From an optimization exercise on the open Yosys and OpenROAD flow, aimed at small area; shortcuts taken in it are not production practice. Function was checked by simulation only, so behaviour that the tests miss may differ from the original. Power and IR drop assume default switching activity.

==> run a <==
// ldpc_cnu_top
module ldpc_cnu_top
(
	input  logic         clk,
	input  logic         rst,
	input  logic         in_valid,
	input  logic [119:0] v2c,
	output logic         out_valid,
	output logic [119:0] c2v
);
export LEC_CHECK = 0
export CAP_MARGIN = 20
export CORE_MARGIN = 2
export CORE_UTILIZATION = 60
export GPL_TIMING_DRIVEN = 0
export SETUP_SLACK_MARGIN = 0.05
export SLEW_MARGIN = 20
export SYNTH_HIERARCHICAL = 1
create_clock -name core_clock -period 3.3 [get_ports {clk}]
standard.sh (not shown) runs the stock make flow with config.mk's settings and CLKGATE_MAP_FILE= SYNTH_SCRIPT=/design/flow/synth_recipe.tcl, a recipe that flattens the netlist after the stock synthesis.
==> flow/flow/run.sh <==
#!/bin/bash
# Standard ORFS layout with four changes: logic cells are swapped for the
# smallest of their family after floorplan (timing repair later sizes up
# what it needs), ports get the smallest buffer, the clock tree uses
# clkbuf_4 in clusters of up to 12 sinks without dummy loads, and
# non-critical cells are downsized after global routing.
set -euo pipefail
V=(
	"BUFFER_PORTS_ARGS=-buffer_cell sky130_fd_sc_hd__buf_1"
	"CTS_ARGS=-sink_clustering_enable -repair_clock_nets -dont_use_dummy_load -sink_clustering_size 12 -sink_clustering_max_diameter 50 -buf_list {sky130_fd_sc_hd__clkbuf_4}"
	"RECOVER_POWER=100"
)
bash standard.sh "${V[@]}" synth > flow_synth.log 2>&1
bash standard.sh "${V[@]}" floorplan > flow_floorplan.log 2>&1
openroad -no_init -exit flow/downsize.tcl > flow_downsize.log 2>&1
bash standard.sh "${V[@]}" finish > flow_finish.log 2>&1
Other scripts of this flow, unchanged in this note and not shown: flow/flow/downsize.tcl
==> run b (differences from run a) <==
--- a/flow/flow/run.sh
+++ b/flow/flow/run.sh
@@ -4,3 +4,3 @@
 # what it needs), ports get the smallest buffer, the clock tree uses
-# clkbuf_4 in clusters of up to 12 sinks without dummy loads, and
+# clkbuf_4 in clusters of up to 10 sinks without dummy loads, and
 # non-critical cells are downsized after global routing.
@@ -9,3 +9,3 @@
 	"BUFFER_PORTS_ARGS=-buffer_cell sky130_fd_sc_hd__buf_1"
-	"CTS_ARGS=-sink_clustering_enable -repair_clock_nets -dont_use_dummy_load -sink_clustering_size 12 -sink_clustering_max_diameter 50 -buf_list {sky130_fd_sc_hd__clkbuf_4}"
+	"CTS_ARGS=-sink_clustering_enable -repair_clock_nets -dont_use_dummy_load -sink_clustering_size 10 -sink_clustering_max_diameter 50 -buf_list {sky130_fd_sc_hd__clkbuf_4}"
 	"RECOVER_POWER=100"
==> impl_metrics.ini <==
[global_routing]
track_usage_pct = 22.4

[status]
status = complete, no violations

[final_layout]
seq_share_pct = 46.1
clkbuf_count = 30
final-clk-cell-share_pct = 1.71

[worst_setup_path]
critPathLaunch = r1_m1_0[0]$_DFF_P_

[drt]
avgViaCountPerCell = 5.59
wirelength_met1_um = 10600
wire_per_inst_um = 14.5

[pwr]
pg_seq_mw = 5.75
switching_share_pct = 33.1

[clock_network]
cts_buffers = 30

[sta]
skew_ns = 0.0426
worst_pin_slew_ns = 1.18
the above is filed under run a

==> impl_metrics.ini <==
[status]
status = complete, no violations

[final_layout]
clkbuf_count = 36
final-clk-cell-share_pct = 2.05

[global_routing]
track_usage_pct = 22.6

[clock_network]
cts_buffers = 36

[pwr]
pg_seq_mw = 5.76

[drt]
wirelength_met1_um = 10500
wire_per_inst_um = 14.6
avgViaCountPerCell = 5.59

[sta]
worst_pin_slew_ns = 1.18
skew_ns = 0.0881
the above is filed under run b


---

==> v6: inputs <==
Starting RTL as in the previous note.
clock: 3.3 ns
lec_check: 0
cap_margin: 20
core_margin: 2
core_utilization: 60
gpl_timing_driven: 0
slew_margin: 20
synth_hierarchical: 1
==> flow/flow/run.sh <==
#!/bin/bash
# Standard ORFS layout with four changes: logic cells are swapped for the
# smallest of their family after floorplan (timing repair later sizes up
# what it needs), ports get the smallest buffer, the clock tree uses
# clkbuf_8 in clusters of up to 18 sinks without dummy loads, and
# non-critical cells are downsized after global routing.
set -euo pipefail
V=(
	"BUFFER_PORTS_ARGS=-buffer_cell sky130_fd_sc_hd__buf_1"
	"CTS_ARGS=-sink_clustering_enable -repair_clock_nets -dont_use_dummy_load -sink_clustering_size 18 -sink_clustering_max_diameter 80 -buf_list {sky130_fd_sc_hd__clkbuf_8}"
	"RECOVER_POWER=100"
)
bash standard.sh "${V[@]}" synth > flow_synth.log 2>&1
bash standard.sh "${V[@]}" floorplan > flow_floorplan.log 2>&1
openroad -no_init -exit flow/downsize.tcl > flow_downsize.log 2>&1
bash standard.sh "${V[@]}" finish > flow_finish.log 2>&1
Other scripts of this flow, unchanged in this note and not shown: flow/flow/downsize.tcl
==> inputs of v18, as changes to v6 <==
--- a/flow/flow/run.sh
+++ b/flow/flow/run.sh
@@ -3,10 +3,10 @@
 # smallest of their family after floorplan (timing repair later sizes up
 # what it needs), ports get the smallest buffer, the clock tree uses
-# clkbuf_8 in clusters of up to 18 sinks without dummy loads, and
+# clkbuf_4 in clusters of up to 10 sinks without dummy loads, and
 # non-critical cells are downsized after global routing.
 set -euo pipefail
 V=(
 	"BUFFER_PORTS_ARGS=-buffer_cell sky130_fd_sc_hd__buf_1"
-	"CTS_ARGS=-sink_clustering_enable -repair_clock_nets -dont_use_dummy_load -sink_clustering_size 18 -sink_clustering_max_diameter 80 -buf_list {sky130_fd_sc_hd__clkbuf_8}"
+	"CTS_ARGS=-sink_clustering_enable -repair_clock_nets -dont_use_dummy_load -sink_clustering_size 10 -sink_clustering_max_diameter 50 -buf_list {sky130_fd_sc_hd__clkbuf_4}"
 	"RECOVER_POWER=100"
 )
==> summary.txt <==
Sequential portion of the cell area: v6 45.5%; v18 45.7%
Data required time of the critical path: v6 3.66 ns; v18 3.70 ns
Final standard cell count with taps included and fillers excluded: v6 1727; v18 1742
Least setup slack across all paths after layout: v6 0.0678 ns; v18 0.0739 ns
Number of buffers created by CTS: v6 20; v18 39
Hold Path Stages: v6 0; v18 2
Internal power: v6 6.94 mW; v18 6.91 mW
Wire per inst: v6 14.7 um; v18 14.6 um
R2r worst-path depth: v6 10; v18 9
Detailed-routed wire length on met3: v6 1670 um; v18 1630 um
Total number of nets in the final design: v6 1586; v18 1600
Largest voltage drop on the vdd net: v6 572 uV; v18 509 uV
Slowest CP cell: v6 sky130_fd_sc_hd__maj3_2; v18 sky130_fd_sc_hd__maj3_1
Via Count: v6 9583; v18 9625
Cells resized by post-CTS repair: v6 31; v18 26
Finished Cell Area: v6 0.0133 mm^2; v18 0.0133 mm^2
Routed wl met2: v6 12400 um; v18 12200 um
Status: v6 complete, no violations; v18 complete, no violations
Register area: v6 0.00605 mm^2; v18 0.00605 mm^2
Clock-pin transition on the worst setup and hold timing paths: v6 0.11 ns; v18 0.10 ns
Fraction of final layout cells sized beyond drive strength 1: v6 4.38%; v18 4.95%
Combined area of the multi-input logic cells: v6 0.00509 mm^2; v18 0.00507 mm^2
Number of buffers outside the clock class in the layout: v6 271; v18 266
Hold path start: v6 s1_sgn[14]; v18 v2c[23]
Global-route track usage on met1: v6 28.1%; v18 28.0%
Clock network area share: v6 2.07%; v18 2.21%

---

==> v14: inputs <==
ldpc_cnu_top, a different RTL version from the one above (not shown whole).
==> flow/config.mk <==
export PLATFORM = sky130hd
export DESIGN_NAME = ldpc_cnu_top
export DESIGN_NICKNAME = ldpc_cnu_top
export VERILOG_FILES = /design/flow/design.v
export SDC_FILE = /design/flow/constraint.sdc
export NUM_CORES = 4
export LEC_CHECK = 0
export CAP_MARGIN = 20
export CORE_MARGIN = 2
export CORE_UTILIZATION = 40
export SLEW_MARGIN = 20
==> flow/constraint.sdc <==
create_clock -name core_clock -period 3.3 [get_ports {clk}]
set_input_delay 0.6600 -clock core_clock [delete_from_list [all_inputs] [get_ports {clk}]]
set_output_delay 0.6600 -clock core_clock [all_outputs]
set_load 0.01 [all_outputs]
run.sh (not shown) runs the stock make flow with config.mk's settings and CLKGATE_MAP_FILE= SYNTH_SCRIPT=/design/flow/synth_recipe.tcl, a recipe that flattens the netlist after the stock synthesis.
Stock flow here: none of the scripts above is used.
==> v31: changes against v14 <==
==> flow/flow/run.sh (new file) <==
#!/bin/bash
# Standard ORFS layout with three changes: ports get the smallest buffer,
# the clock tree uses small clock buffers without dummy loads, and
# non-critical cells are downsized after global routing.
set -euo pipefail
bash standard.sh \
	"BUFFER_PORTS_ARGS=-buffer_cell sky130_fd_sc_hd__buf_1" \
	"CTS_ARGS=-sink_clustering_enable -repair_clock_nets -dont_use_dummy_load -sink_clustering_size 20 -sink_clustering_max_diameter 80 -buf_list {sky130_fd_sc_hd__clkbuf_8}" \
	"RECOVER_POWER=100" \
	finish > flow_standard.log 2>&1
==> flow/standard.sh (new file) <==
#!/bin/bash
# synth_recipe.tcl (not shown) runs the flow's synth.tcl, then flattens the netlist and writes it again
# the make line also repeats each setting of config.mk as NAME=value (left out here)
make -C /OpenROAD-flow-scripts/flow DESIGN_CONFIG=/design/flow/config.mk WORK_HOME=/design/flow/orfs CLKGATE_MAP_FILE= SYNTH_SCRIPT=/design/flow/synth_recipe.tcl "${@:-finish}"
--- a/flow/config.mk
+++ b/flow/config.mk
@@ -9,3 +9,4 @@
 export CORE_MARGIN = 2
-export CORE_UTILIZATION = 40
+export CORE_UTILIZATION = 60
+export GPL_TIMING_DRIVEN = 0
 export SLEW_MARGIN = 20
removed: flow/run.sh
==> v12: changes against v14 <==
==> flow/flow/run.sh (new file) <==
#!/bin/bash
# Standard ORFS layout with three changes: ports get the smallest buffer,
# the clock tree uses small clock buffers without dummy loads, and
# non-critical cells are downsized after global routing.
set -euo pipefail
bash standard.sh \
	"BUFFER_PORTS_ARGS=-buffer_cell sky130_fd_sc_hd__buf_1" \
	"CTS_ARGS=-sink_clustering_enable -repair_clock_nets -dont_use_dummy_load -buf_list {sky130_fd_sc_hd__clkbuf_4 sky130_fd_sc_hd__clkbuf_8}" \
	"RECOVER_POWER=100" \
	finish > flow_standard.log 2>&1
==> flow/standard.sh (new file) <==
#!/bin/bash
# synth_recipe.tcl (not shown) runs the flow's synth.tcl, then flattens the netlist and writes it again
# the make line also repeats each setting of config.mk as NAME=value (left out here)
make -C /OpenROAD-flow-scripts/flow DESIGN_CONFIG=/design/flow/config.mk WORK_HOME=/design/flow/orfs CLKGATE_MAP_FILE= SYNTH_SCRIPT=/design/flow/synth_recipe.tcl "${@:-finish}"
--- a/flow/config.mk
+++ b/flow/config.mk
@@ -9,3 +9,4 @@
 export CORE_MARGIN = 2
-export CORE_UTILIZATION = 40
+export CORE_UTILIZATION = 60
+export GPL_TIMING_DRIVEN = 0
 export SLEW_MARGIN = 20
removed: flow/run.sh
==> flow_results.xml <==
<?xml version="1.0" encoding="UTF-8"?>
<metrics>
  <group name="status">
    <metric name="run_status" unit="">finished clean</metric>
  </group>
  <group name="grt">
    <metric name="grt.met1_usage" unit="">0.357</metric>
  </group>
  <group name="placement">
    <metric name="dp_worst_setup_slack" unit="ps">65.0</metric>
    <metric name="place_inst" unit="">1956</metric>
  </group>
  <group name="sta">
    <metric name="timing.hold.ws" unit="ps">317</metric>
  </group>
  <group name="drt">
    <metric name="route.met3.wl" unit="um">3110</metric>
  </group>
  <group name="layout">
    <metric name="final_layout_size_suffix_gt1_frac" unit="">0.0918</metric>
    <metric name="final-seq-area" unit="mm2">0.00605</metric>
  </group>
  <group name="critical_path">
    <metric name="critical_path_arrival" unit="ps">3500</metric>
  </group>
  <group name="power">
    <metric name="swShare" unit="">0.351</metric>
  </group>
</metrics>
# the run above: v31

==> flow_results.xml <==
<?xml version="1.0" encoding="UTF-8"?>
<metrics>
  <group name="layout">
    <metric name="final_layout_size_suffix_gt1_frac" unit="">0.170</metric>
  </group>
  <group name="logic_synthesis">
    <metric name="synthesis.nets" unit="">1567</metric>
    <metric name="synthDominantCellAreaShare" unit="">0.441</metric>
  </group>
  <group name="critical_path">
    <metric name="critical_path.startpoint" unit="">q_gx[4][2]</metric>
    <metric name="critical_path_arrival" unit="ps">2580</metric>
  </group>
  <group name="placement">
    <metric name="place_area" unit="mm2">0.0173</metric>
    <metric name="place_inst" unit="">2187</metric>
  </group>
  <group name="power">
    <metric name="swShare" unit="">0.306</metric>
  </group>
  <group name="status">
    <metric name="run_status" unit="">finished clean</metric>
  </group>
  <group name="sta">
    <metric name="timing.hold.ws" unit="ps">322</metric>
  </group>
  <group name="drt">
    <metric name="route.met3.wl" unit="um">3090</metric>
  </group>
</metrics>
# the run above: v14

==> flow_results.xml <==
<?xml version="1.0" encoding="UTF-8"?>
<metrics>
  <group name="placement">
    <metric name="place_inst" unit="">1956</metric>
    <metric name="dp_worst_setup_slack" unit="ps">65.0</metric>
  </group>
  <group name="status">
    <metric name="run_status" unit="">finished clean</metric>
  </group>
  <group name="drt">
    <metric name="route.met3.wl" unit="um">3330</metric>
  </group>
  <group name="grt">
    <metric name="grt.met1_usage" unit="">0.356</metric>
  </group>
  <group name="power">
    <metric name="swShare" unit="">0.341</metric>
  </group>
  <group name="critical_path">
    <metric name="critical_path_arrival" unit="ps">3540</metric>
  </group>
</metrics>
# the run above: v12


---

==> inputs of trial 72 <==
Another version of the RTL of ldpc_cnu_top (not shown whole).
export LEC_CHECK = 0
export CAP_MARGIN = 20
export CORE_MARGIN = 2
export CORE_UTILIZATION = 72
export GPL_TIMING_DRIVEN = 0
export SLEW_MARGIN = 20
export SYNTH_HIERARCHICAL = 1
create_clock -name core_clock -period 3.3 [get_ports {clk}]
standard.sh (not shown) runs the stock make flow with config.mk's settings and CLKGATE_MAP_FILE= SYNTH_SCRIPT=/design/flow/synth_recipe.tcl, a recipe that flattens the netlist after the stock synthesis.
==> flow/flow/run.sh <==
#!/bin/bash
# Standard ORFS layout with four changes: logic cells are swapped for the
# smallest of their family after floorplan (timing repair later sizes up
# what it needs), ports get the smallest buffer, the clock tree uses
# clkbuf_8 in clusters of up to 18 sinks without dummy loads, and
# non-critical cells are downsized after global routing.
set -euo pipefail
V=(
	"BUFFER_PORTS_ARGS=-buffer_cell sky130_fd_sc_hd__buf_1"
	"CTS_ARGS=-sink_clustering_enable -repair_clock_nets -dont_use_dummy_load -sink_clustering_size 18 -sink_clustering_max_diameter 80 -buf_list {sky130_fd_sc_hd__clkbuf_8}"
	"RECOVER_POWER=100"
)
bash standard.sh "${V[@]}" synth > flow_synth.log 2>&1
bash standard.sh "${V[@]}" floorplan > flow_floorplan.log 2>&1
openroad -no_init -exit flow/downsize.tcl > flow_downsize.log 2>&1
bash standard.sh "${V[@]}" finish > flow_finish.log 2>&1
Other scripts of this flow, unchanged in this note and not shown: flow/flow/downsize.tcl
==> build 20 (differences from trial 72) <==
- CORE_UTILIZATION: 72 -> 60
==> comparison table <==
quantity	build 20	trial 72
Worst-margin pin slew	0.799 ns	0.846 ns
Post-CTS setup repair buffer count	2	1
Hold Slack	0.302 ns	0.323 ns
Total power	10.4 mW	10.6 mW
Final worst path period need	3.20 ns	3.23 ns
Share of post-route cells with drive strength above 1	4.47%	4.62%
Final standard cell utilization of the core	68.8%	81.6%
Die width	146 µm	133 µm
Outcome	timing/DRC/antenna clean	timing/DRC/antenna clean
Period utilization	96.8%	97.8%
Cell count of the worst reg-to-reg path	10	11
Power per standard cell area	769 mW/mm²	791 mW/mm²
Wire length per cell after detailed routing	14.7 µm	17.1 µm
Routed met1 length	10.7 mm	10.8 mm
Aggregate routed wire length	25.5 mm	29.0 mm
Final layout net count	1,600	1,596
WHS Endpoint	q_m2[3][3]	q_gx[3][0]
Share of cell area taken by flip-flops and latches	44.9%	45.1%
Internal power summed over all cells	6.97 mW	6.98 mW
Area of the multi-input gates	0.00525 mm²	0.00529 mm²
First-pass iteration count of the detailed router	5	7
Maximum clock frequency	0.313 GHz	0.310 GHz
WP data required	3.70 ns	3.69 ns
Number of fillers in the final layout	1,596	1,015

[re-timing with driven ports]
The results above use ideal ports. As a check the final layouts listed here were re-extracted and re-timed, cells and wires unchanged. Step 1, drivers: a clkbuf_16 drives clk and a buf_2 each remaining input, both assumed. Step 2 times the ports against the registers' clock, not the clock port: input delays grow and output delays shrink by t, the midpoint of the rising clock arrivals with the driver on. Three values: ideal, step 1, step 2; two values: the first two.
run | t, ns | slack for setup (ns) | worst register clock-pin slew, ns
run a | 0.678 | 0.066 / 0.066 / -0.332 | 0.12 / 0.12
run b | 0.618 | 0.123 / 0.123 / -0.330 | 0.11 / 0.11
v6 | 0.544 | 0.068 / 0.068 / -0.318 | 0.11 / 0.11
v18 | 0.634 | 0.074 / 0.074 / -0.329 | 0.10 / 0.10
v14 | 0.566 | 0.062 / 0.017 / -0.042 | 0.06 / 0.06
v31 | 0.549 | 0.158 / 0.158 / -0.218 | 0.12 / 0.12
v12 | 0.544 | 0.098 / 0.098 / -0.269 | 0.06 / 0.06
trial 72 | 0.534 | 0.073 / 0.073 / -0.399 | 0.11 / 0.11
build 20 | 0.547 | 0.104 / 0.104 / -0.384 | 0.11 / 0.11
With both steps, setup timing fails in every run listed, where it was met with ideal ports. The setup slack of build 20, which loses most, moves by 0.000 ns with the drivers and by -0.488 ns with both steps.
